Source: an optimization exercise on an open RTL-to-GDS flow (aim: small area and few clock cycles). Production flows keep margins and buffers that such runs may drop.
Where RTL was checked, it was by simulation tests only, not by an equivalence proof against the original.

## main
// usb_tx_top
module usb_tx_top (
  input  logic                   clock,
  input  logic                   reset,
  input  logic                   req,
  input  usb_tx_pkg::host_byte_t wdata,
  output logic                   ack,
  output logic                   pid_error,
  output usb_tx_pkg::line_t      line,
  output logic                   busy
);
==> module line_serializer, before the edit <==
module line_serializer (
  input  logic              clock,
  input  logic              reset,
  input  logic              hdr_v,
  input  logic              hdr_done,
  output logic              hdr_take,
  output logic              draining,  
  input  logic              rd_slot,
  input  logic              empty,
  input  logic [7:0]        tap,
  output logic              rd_en,
  output usb_tx_pkg::line_t line,
  output logic              busy
);
  typedef enum logic [2:0] {
    S_IDLE = 3'b000,
    S_SYNC = 3'b001,
    S_PID  = 3'b010,
    S_DATA = 3'b011,
    S_CRC  = 3'b100,
    S_TAIL = 3'b110    
  } state_t;
  state_t      state;
  logic [1:0]  cyc;
  logic [2:0]  ones;
  logic [2:0]  bit_idx;
  logic [7:0]  sh;
  logic [7:0]  nx;
  logic        nxv;
  logic        shv;       
  logic        lvl;
  logic        crc_lo;    
  logic [15:0] crc;
  logic        drained;   
  logic tick, stuff, tail, stream, in_byte, in_crc, cur, din;
  logic bitstep, bytedone, start, preload, sh_load, se0;
  assign tick     = (cyc == 2'd3);
  assign stuff    = (ones == 3'd6);
  assign busy     = (state != S_IDLE);
  assign tail     = (state == S_TAIL);
  assign stream   = busy && !tail;
  assign in_byte  = (state == S_PID) || (state == S_DATA);
  assign in_crc   = (state == S_CRC);
  assign cur      = (state == S_SYNC) ? (bit_idx == 3'd7) : in_crc ? ~crc[0] : sh[0];
  assign din      = in_crc ? crc[0] : sh[0];
  assign bitstep  = tick && stream && !stuff;
  assign bytedone = bitstep && (bit_idx == 3'd7);
  assign start    = !busy && hdr_v && hdr_done;
  assign hdr_take = start;
  assign preload  = (!busy || state == S_SYNC) && !shv && nxv;
  assign sh_load  = preload || (bytedone && in_byte && nxv);
  assign rd_en    = !nxv && rd_slot && !empty && !(busy && drained);
  assign draining = busy && !drained;
  assign se0  = tail && (bit_idx[0] ^ bit_idx[1]);
  assign line = {busy, busy && !se0 && lvl, busy && !se0 && !lvl};
  always_ff @(posedge clock) begin
    if (rd_en) nx <= tap;
    if (sh_load) sh <= nx;
    else if (bitstep && in_byte) sh <= sh >> 1;
    if (state == S_SYNC) crc <= 16'hFFFF;
    else if (bitstep && (state == S_DATA || in_crc))
      crc <= {1'b0, crc[15:1]} ^ ((crc[0] ^ din) ? 16'hA001 : 16'h0000);
    if (start) ones <= '0;
    else if (tick) ones <= (stuff || !cur || tail) ? 3'd0 : ones + 3'd1;
    if (start) lvl <= 1'b1;
    else if (tick && (stuff || (!cur && stream))) lvl <= !lvl;
    else if (tick && tail && bit_idx == 3'd2) lvl <= 1'b1;
  end
  always_ff @(posedge clock) begin
    if (reset) begin
      state   <= S_IDLE;
      nxv     <= 1'b0;
      shv     <= 1'b0;
      cyc     <= '0;
      bit_idx <= '0;
      drained <= 1'b0;
    end else begin
      cyc     <= busy ? cyc + 2'd1 : 2'd0;
      drained <= busy && (drained || empty);
      if (rd_en) nxv <= 1'b1;
      else if (sh_load) nxv <= 1'b0;
      if (bytedone && state == S_SYNC) shv <= 1'b0;
      else if (preload) shv <= 1'b1;
      if (start) bit_idx <= '0;
      else if (tick && !stuff) bit_idx <= bit_idx + 3'd1;
      if (bytedone && state == S_SYNC) crc_lo <= (sh[1:0] == 2'b11);
      else if (bytedone && in_crc) crc_lo <= 1'b0;
      if (start) state <= S_SYNC;
      else if (tick) begin
        case (state)
          S_SYNC:  if (bytedone) state <= S_PID;
          S_PID, S_DATA:
            if (bytedone) state <= nxv ? S_DATA : crc_lo ? S_CRC : S_TAIL;
          S_CRC:   if (bytedone && !crc_lo) state <= S_TAIL;
          S_TAIL:  if (!stuff && bit_idx == 3'd3) state <= S_IDLE;
          default: state <= S_IDLE;
        endcase
      end
    end
  end
endmodule
==> flow/config.mk <==
export PLATFORM = sky130hd
export DESIGN_NAME = usb_tx_top
export DESIGN_NICKNAME = usb_tx_top
export VERILOG_FILES = /design/flow/design.v
export SDC_FILE = /design/flow/constraint.sdc
export NUM_CORES = 4
export LEC_CHECK = 0
export CAP_MARGIN = 20
export CORE_MARGIN = 2
export CORE_UTILIZATION = 40
export CTS_BUF_LIST = sky130_fd_sc_hd__clkbuf_8
export CTS_CLUSTER_DIAMETER = 60
export CTS_CLUSTER_SIZE = 20
export SLEW_MARGIN = 20
==> flow/constraint.sdc <==
create_clock -name core_clock -period 10.0 [get_ports {clock}]
set_input_delay 2.0000 -clock core_clock [delete_from_list [all_inputs] [get_ports {clock}]]
set_output_delay 2.0000 -clock core_clock [all_outputs]
set_load 0.01 [all_outputs]
standard.sh (not shown) runs the stock make flow with config.mk's settings and CLKGATE_MAP_FILE= SYNTH_SCRIPT=/design/flow/synth_recipe.tcl, a recipe that flattens the netlist after the stock synthesis.
==> flow/flow/run.sh <==
#!/bin/bash
# The standard layout, with the port buffers made of the smallest buffer cell.
set -euo pipefail
export BUFFER_PORTS_ARGS="-buffer_cell sky130_fd_sc_hd__buf_1"
bash standard.sh > standard_flow.log 2>&1
Testbench counts of main, summed over its fixed seeds: cycles 131,526.
## Diff of input files: the feature branch against main
--- a/flow/design.v
+++ b/flow/design.v
@@ -183,11 +183,6 @@
     if (state == S_SYNC) crc <= 16'hFFFF;
     else if (bitstep && (state == S_DATA || in_crc))
       crc <= {1'b0, crc[15:1]} ^ ((crc[0] ^ din) ? 16'hA001 : 16'h0000);
-    if (start) ones <= '0;
-    else if (tick) ones <= (stuff || !cur || tail) ? 3'd0 : ones + 3'd1;
-    if (start) lvl <= 1'b1;
-    else if (tick && (stuff || (!cur && stream))) lvl <= !lvl;
-    else if (tick && tail && bit_idx == 3'd2) lvl <= 1'b1;
   end
   always_ff @(posedge clock) begin
     if (reset) begin
@@ -197,7 +192,12 @@
       cyc     <= '0;
       bit_idx <= '0;
       drained <= 1'b0;
+      ones    <= '0;
+      lvl     <= 1'b1;
     end else begin
+      if (tick) ones <= (stuff || !cur || tail) ? 3'd0 : ones + 3'd1;
+      if (tick && (stuff || (!cur && stream))) lvl <= !lvl;
+      else if (tick && tail && bit_idx == 3'd2) lvl <= 1'b1;
       cyc     <= busy ? cyc + 2'd1 : 2'd0;
       drained <= busy && (drained || empty);
       if (rd_en) nxv <= 1'b1;
### Flow results
[diff] time the worst path needs with I/O delays and setup, the feature branch relative to main: improvement. Sort main and the feature branch by first-pass GRT wire length desc -> top: the feature branch. The share of the final layout cell area in sequential cells number comes out higher for main vs the feature branch. Compared to main, the feature branch has post-route cell area 150 um^2 higher. Higher global routing usage on met2 among main and the feature branch: main. On data arrival time at the worst-slack endpoint, the lower figure sits with the feature branch, not main.
No functional check of the RTL was part of the feature branch.

Another version of the RTL of usb_tx_top (not shown whole).
Size in the first run: roughly 590 cells after synthesis, about 17 I/O pins, ~8300 sq um of cells after synthesis.
==> module host_write_port, before the edit <==
module host_write_port (
  input  logic                   clock,
  input  logic                   reset,
  input  logic                   req,
  input  usb_tx_pkg::host_byte_t wdata,
  output logic                   ack,
  output logic                   pid_error,
  output logic                   wr_en,
  input  logic                   wr_slot,
  input  logic                   full,
  output logic                   hdr_done,   
  input  logic                   pending
);
  typedef enum logic [1:0] {PH_LEN = 2'd0, PH_PID = 2'd1, PH_DATA = 2'd2} phase_t;
  phase_t     phase;
  logic [5:0] rem;      
  logic       pid_ok;
  logic       good;
  logic       last_in;
  logic       can;
  logic       accept;
  assign good     = (phase == PH_PID) ? (wdata[7:4] == ~wdata[3:0]) : pid_ok;
  assign last_in  = (rem == 6'd1);
  assign hdr_done = !(phase == PH_DATA && pid_ok);
  assign can    = (phase == PH_LEN) || !good ||
                  (wr_slot && !full && (phase == PH_DATA || !pending));
  assign accept = req && !ack && can;
  assign wr_en  = accept && phase != PH_LEN && good;
  always_ff @(posedge clock) begin
    if (reset) begin
      ack       <= 1'b0;
      pid_error <= 1'b0;
      phase     <= PH_LEN;
    end else begin
      ack       <= accept || (ack && req);
      pid_error <= accept && phase != PH_LEN && last_in && !good;
      if (accept) begin
        if (phase == PH_LEN) phase <= (wdata[5:0] != '0) ? PH_PID : PH_LEN;
        else                 phase <= last_in ? PH_LEN : PH_DATA;
      end
    end
  end
  always_ff @(posedge clock) begin
    if (accept) rem <= (phase == PH_LEN) ? wdata[5:0] : rem - 6'd1;
    if (accept && phase == PH_PID) pid_ok <= good;
  end
endmodule
==> module line_serializer, before the edit <==
module line_serializer (
  input  logic              clock,
  input  logic              reset,
  input  logic              hdr_done,  
  output logic              pending,   
  input  logic              rd_slot,
  input  logic              empty,
  input  logic [7:0]        tap,
  output logic              rd_en,
  output usb_tx_pkg::line_t line,
  output logic              busy
);
  typedef enum logic [2:0] {
    S_IDLE = 3'b000,
    S_SYNC = 3'b001,
    S_PID  = 3'b010,
    S_DATA = 3'b011,
    S_CRC  = 3'b100,
    S_TAIL = 3'b110    
  } state_t;
  state_t      state;
  logic [1:0]  cyc;
  logic [2:0]  ones;
  logic [2:0]  bit_idx;
  logic [7:0]  sh;        
  logic [7:0]  nx;
  logic        nxv;
  logic        shv;       
  logic        lvl;
  logic        crc_lo;    
  logic [15:0] crc;
  logic        drained;   
  logic bit_sh;
  logic tick, stuff, tail, stream, in_byte, in_crc, cur, din;
  logic bitstep, bytedone, start, preload, sh_load, se0;
  assign tick     = (cyc == 2'd3);
  assign stuff    = (ones == 3'd6);
  assign busy     = (state != S_IDLE);
  assign tail     = (state == S_TAIL);
  assign stream   = busy && !tail;
  assign in_byte  = (state == S_PID) || (state == S_DATA);
  assign in_crc   = (state == S_CRC);
  assign bit_sh   = sh[bit_idx];
  assign cur      = (state == S_SYNC) ? (bit_idx == 3'd7) : in_crc ? ~crc[0] : bit_sh;
  assign din      = in_crc ? crc[0] : bit_sh;
  assign bitstep  = tick && stream && !stuff;
  assign bytedone = bitstep && (bit_idx == 3'd7);
  assign start    = !busy && hdr_done && (!empty || nxv || shv);
  assign preload  = (!busy || state == S_SYNC) && !shv && nxv;
  assign sh_load  = preload || (bytedone && in_byte && nxv);
  assign rd_en    = !nxv && rd_slot && !empty && !(busy && drained);
  assign pending  = !empty || (busy ? !drained : (nxv || shv));
  assign se0  = tail && (bit_idx[0] ^ bit_idx[1]);
  assign line = {busy, busy && !se0 && lvl, busy && !se0 && !lvl};
  always_ff @(posedge clock) begin
    if (rd_en) nx <= tap;
    if (sh_load) sh <= nx;
    if (state == S_SYNC) crc <= 16'hFFFF;
    else if (bitstep && (state == S_DATA || in_crc))
      crc <= {1'b0, crc[15:1]} ^ ((crc[0] ^ din) ? 16'hA001 : 16'h0000);
    if (start) ones <= '0;
    else if (tick) ones <= (stuff || !cur || tail) ? 3'd0 : ones + 3'd1;
    if (start) lvl <= 1'b1;
    else if (tick && (stuff || (!cur && stream))) lvl <= !lvl;
    else if (tick && tail && bit_idx == 3'd2) lvl <= 1'b1;
  end
  always_ff @(posedge clock) begin
    if (reset) begin
      state   <= S_IDLE;
      nxv     <= 1'b0;
      shv     <= 1'b0;
      cyc     <= '0;
      bit_idx <= '0;
      drained <= 1'b0;
    end else begin
      cyc     <= busy ? cyc + 2'd1 : 2'd0;
      drained <= busy && (drained || empty);
      if (rd_en) nxv <= 1'b1;
      else if (sh_load) nxv <= 1'b0;
      if (bytedone && state == S_SYNC) shv <= 1'b0;
      else if (preload) shv <= 1'b1;
      if (start) bit_idx <= '0;
      else if (tick && !stuff) bit_idx <= bit_idx + 3'd1;
      if (bytedone && state == S_SYNC) crc_lo <= (sh[1:0] == 2'b11);
      else if (bytedone && in_crc) crc_lo <= 1'b0;
      if (start) state <= S_SYNC;
      else if (tick) begin
        case (state)
          S_SYNC:  if (bytedone) state <= S_PID;
          S_PID, S_DATA:
            if (bytedone) state <= nxv ? S_DATA : crc_lo ? S_CRC : S_TAIL;
          S_CRC:   if (bytedone && !crc_lo) state <= S_TAIL;
          S_TAIL:  if (!stuff && bit_idx == 3'd3) state <= S_IDLE;
          default: state <= S_IDLE;
        endcase
      end
    end
  end
endmodule
==> module usb_tx_top, before the edit <==
module usb_tx_top (
  input  logic                   clock,
  input  logic                   reset,
  input  logic                   req,
  input  usb_tx_pkg::host_byte_t wdata,
  output logic                   ack,
  output logic                   pid_error,
  output usb_tx_pkg::line_t      line,
  output logic                   busy
);
  logic       wr_en;
  logic       full;
  logic       empty;
  logic       wr_slot;
  logic       rd_slot;
  logic       rd_en;
  logic [7:0] tap;
  logic       hdr_done;
  logic       pending;
  host_write_port u_host_write_port (
    .clock     (clock),
    .reset     (reset),
    .req       (req),
    .wdata     (wdata),
    .ack       (ack),
    .pid_error (pid_error),
    .wr_en     (wr_en),
    .wr_slot   (wr_slot),
    .full      (full),
    .hdr_done  (hdr_done),
    .pending   (pending)
  );
  packet_buffer u_packet_buffer (
    .clock   (clock),
    .reset   (reset),
    .wr_en   (wr_en),
    .wdata   (wdata),
    .wr_slot (wr_slot),
    .rd_en   (rd_en),
    .rd_slot (rd_slot),
    .tap     (tap),
    .full    (full),
    .empty   (empty)
  );
  line_serializer u_line_serializer (
    .clock    (clock),
    .reset    (reset),
    .hdr_done (hdr_done),
    .pending  (pending),
    .rd_slot  (rd_slot),
    .empty    (empty),
    .tap      (tap),
    .rd_en    (rd_en),
    .line     (line),
    .busy     (busy)
  );
endmodule
clock: 10.0 ns
lec_check: 0
cap_margin: 20
core_margin: 2
core_utilization: 40
cts_buf_list: sky130_fd_sc_hd__clkbuf_8
cts_cluster_diameter: 60
cts_cluster_size: 20
slew_margin: 20
Scripts as last shown in full above: flow/flow/run.sh
The first run passed the timing, DRC and antenna checks.
Testbench counts at the start, summed over its fixed seeds: cycles 131,526.
Then changed:
--- a/flow/design.v
+++ b/flow/design.v
@@ -31,12 +31,14 @@
   output logic                   ack,
   output logic                   pid_error,
   output logic                   wr_en,
   input  logic                   wr_slot,
   input  logic                   full,
+  output logic                   hdr_v,      
   output logic                   hdr_done,   
-  input  logic                   pending
+  input  logic                   hdr_take,
+  input  logic                   draining
 );
   typedef enum logic [1:0] {PH_LEN = 2'd0, PH_PID = 2'd1, PH_DATA = 2'd2} phase_t;
   phase_t     phase;
   logic [5:0] rem;      
   logic       pid_ok;
@@ -46,25 +48,28 @@
   logic       accept;
   assign good     = (phase == PH_PID) ? (wdata[7:4] == ~wdata[3:0]) : pid_ok;
   assign last_in  = (rem == 6'd1);
   assign hdr_done = !(phase == PH_DATA && pid_ok);
   assign can    = (phase == PH_LEN) || !good ||
-                  (wr_slot && !full && (phase == PH_DATA || !pending));
+                  (wr_slot && !full && (phase == PH_DATA || !(hdr_v || draining)));
   assign accept = req && !ack && can;
   assign wr_en  = accept && phase != PH_LEN && good;
   always_ff @(posedge clock) begin
     if (reset) begin
       ack       <= 1'b0;
       pid_error <= 1'b0;
       phase     <= PH_LEN;
+      hdr_v     <= 1'b0;
     end else begin
       ack       <= accept || (ack && req);
       pid_error <= accept && phase != PH_LEN && last_in && !good;
       if (accept) begin
         if (phase == PH_LEN) phase <= (wdata[5:0] != '0) ? PH_PID : PH_LEN;
         else                 phase <= last_in ? PH_LEN : PH_DATA;
       end
+      if (wr_en && phase == PH_PID) hdr_v <= 1'b1;
+      else if (hdr_take) hdr_v <= 1'b0;
     end
   end
   always_ff @(posedge clock) begin
     if (accept) rem <= (phase == PH_LEN) ? wdata[5:0] : rem - 6'd1;
     if (accept && phase == PH_PID) pid_ok <= good;
@@ -116,12 +121,14 @@
 `timescale 1ns/1ps
 `default_nettype none
 module line_serializer (
   input  logic              clock,
   input  logic              reset,
-  input  logic              hdr_done,  
-  output logic              pending,   
+  input  logic              hdr_v,
+  input  logic              hdr_done,
+  output logic              hdr_take,
+  output logic              draining,  
   input  logic              rd_slot,
   input  logic              empty,
   input  logic [7:0]        tap,
   output logic              rd_en,
   output usb_tx_pkg::line_t line,
@@ -160,15 +167,16 @@
   assign bit_sh   = sh[bit_idx];
   assign cur      = (state == S_SYNC) ? (bit_idx == 3'd7) : in_crc ? ~crc[0] : bit_sh;
   assign din      = in_crc ? crc[0] : bit_sh;
   assign bitstep  = tick && stream && !stuff;
   assign bytedone = bitstep && (bit_idx == 3'd7);
-  assign start    = !busy && hdr_done && (!empty || nxv || shv);
+  assign start    = !busy && hdr_v && hdr_done;
+  assign hdr_take = start;
   assign preload  = (!busy || state == S_SYNC) && !shv && nxv;
   assign sh_load  = preload || (bytedone && in_byte && nxv);
   assign rd_en    = !nxv && rd_slot && !empty && !(busy && drained);
-  assign pending  = !empty || (busy ? !drained : (nxv || shv));
+  assign draining = busy && !drained;
   assign se0  = tail && (bit_idx[0] ^ bit_idx[1]);
   assign line = {busy, busy && !se0 && lvl, busy && !se0 && !lvl};
   always_ff @(posedge clock) begin
     if (rd_en) nx <= tap;
     if (sh_load) sh <= nx;
@@ -232,24 +240,28 @@
   logic       empty;
   logic       wr_slot;
   logic       rd_slot;
   logic       rd_en;
   logic [7:0] tap;
+  logic       hdr_v;
   logic       hdr_done;
-  logic       pending;
+  logic       hdr_take;
+  logic       draining;
   host_write_port u_host_write_port (
     .clock     (clock),
     .reset     (reset),
     .req       (req),
     .wdata     (wdata),
     .ack       (ack),
     .pid_error (pid_error),
     .wr_en     (wr_en),
     .wr_slot   (wr_slot),
     .full      (full),
+    .hdr_v     (hdr_v),
     .hdr_done  (hdr_done),
-    .pending   (pending)
+    .hdr_take  (hdr_take),
+    .draining  (draining)
   );
   packet_buffer u_packet_buffer (
     .clock   (clock),
     .reset   (reset),
     .wr_en   (wr_en),
@@ -262,12 +274,14 @@
     .empty   (empty)
   );
   line_serializer u_line_serializer (
     .clock    (clock),
     .reset    (reset),
+    .hdr_v    (hdr_v),
     .hdr_done (hdr_done),
-    .pending  (pending),
+    .hdr_take (hdr_take),
+    .draining (draining),
     .rd_slot  (rd_slot),
     .empty    (empty),
     .tap      (tap),
     .rd_en    (rd_en),
     .line     (line),
After rerunning: The changed run passed the timing, DRC and antenna checks. Via count came out lower by 0.63%. Global-route usage is higher by 0.12 points. Cell area is higher by 0.31%. Final cell count decreases by 0.56%. Non-clock buffer count went up by 2.
Testbench counts after the change, summed over its fixed seeds: cycles 131,526.

[port drivers added, routing unchanged]
No port has a modelled driver above. Below, the same layouts with a new extraction and two added sets of constraints. Step 1 assumes that a clkbuf_16 drives the clock port and a buf_2 every other input. Step 2 times the ports against the registers' clock, not the clock port: input delays grow and output delays shrink by t, the midpoint of the rising clock arrivals with the driver on. Slacks: no drivers / after step 1 / after step 2; pairs: no drivers / after step 1.
run | shift t [ns] | setup slack, ns | worst hold slack (ns) | pins driven straight from the clock port
main | 0.576 | 5.897 / 5.856 / 6.014 | 0.324 / 0.324 / 0.324 | 1
the feature branch | 0.587 | 5.917 / 5.880 / 5.889 | 0.328 / 0.328 / 0.328 | 1
the first run of note 2 | 0.571 | 5.981 / 5.942 / 5.884 | 0.326 / 0.326 / 0.326 | 1
the second run of note 2 | 0.566 | 6.002 / 5.965 / 5.658 | 0.325 / 0.325 / 0.325 | 1
After both steps setup and hold are still met in every run listed. The setup slack of the second run of note 2, which loses most, moves by -0.037 ns with the drivers and by -0.344 ns with both steps.
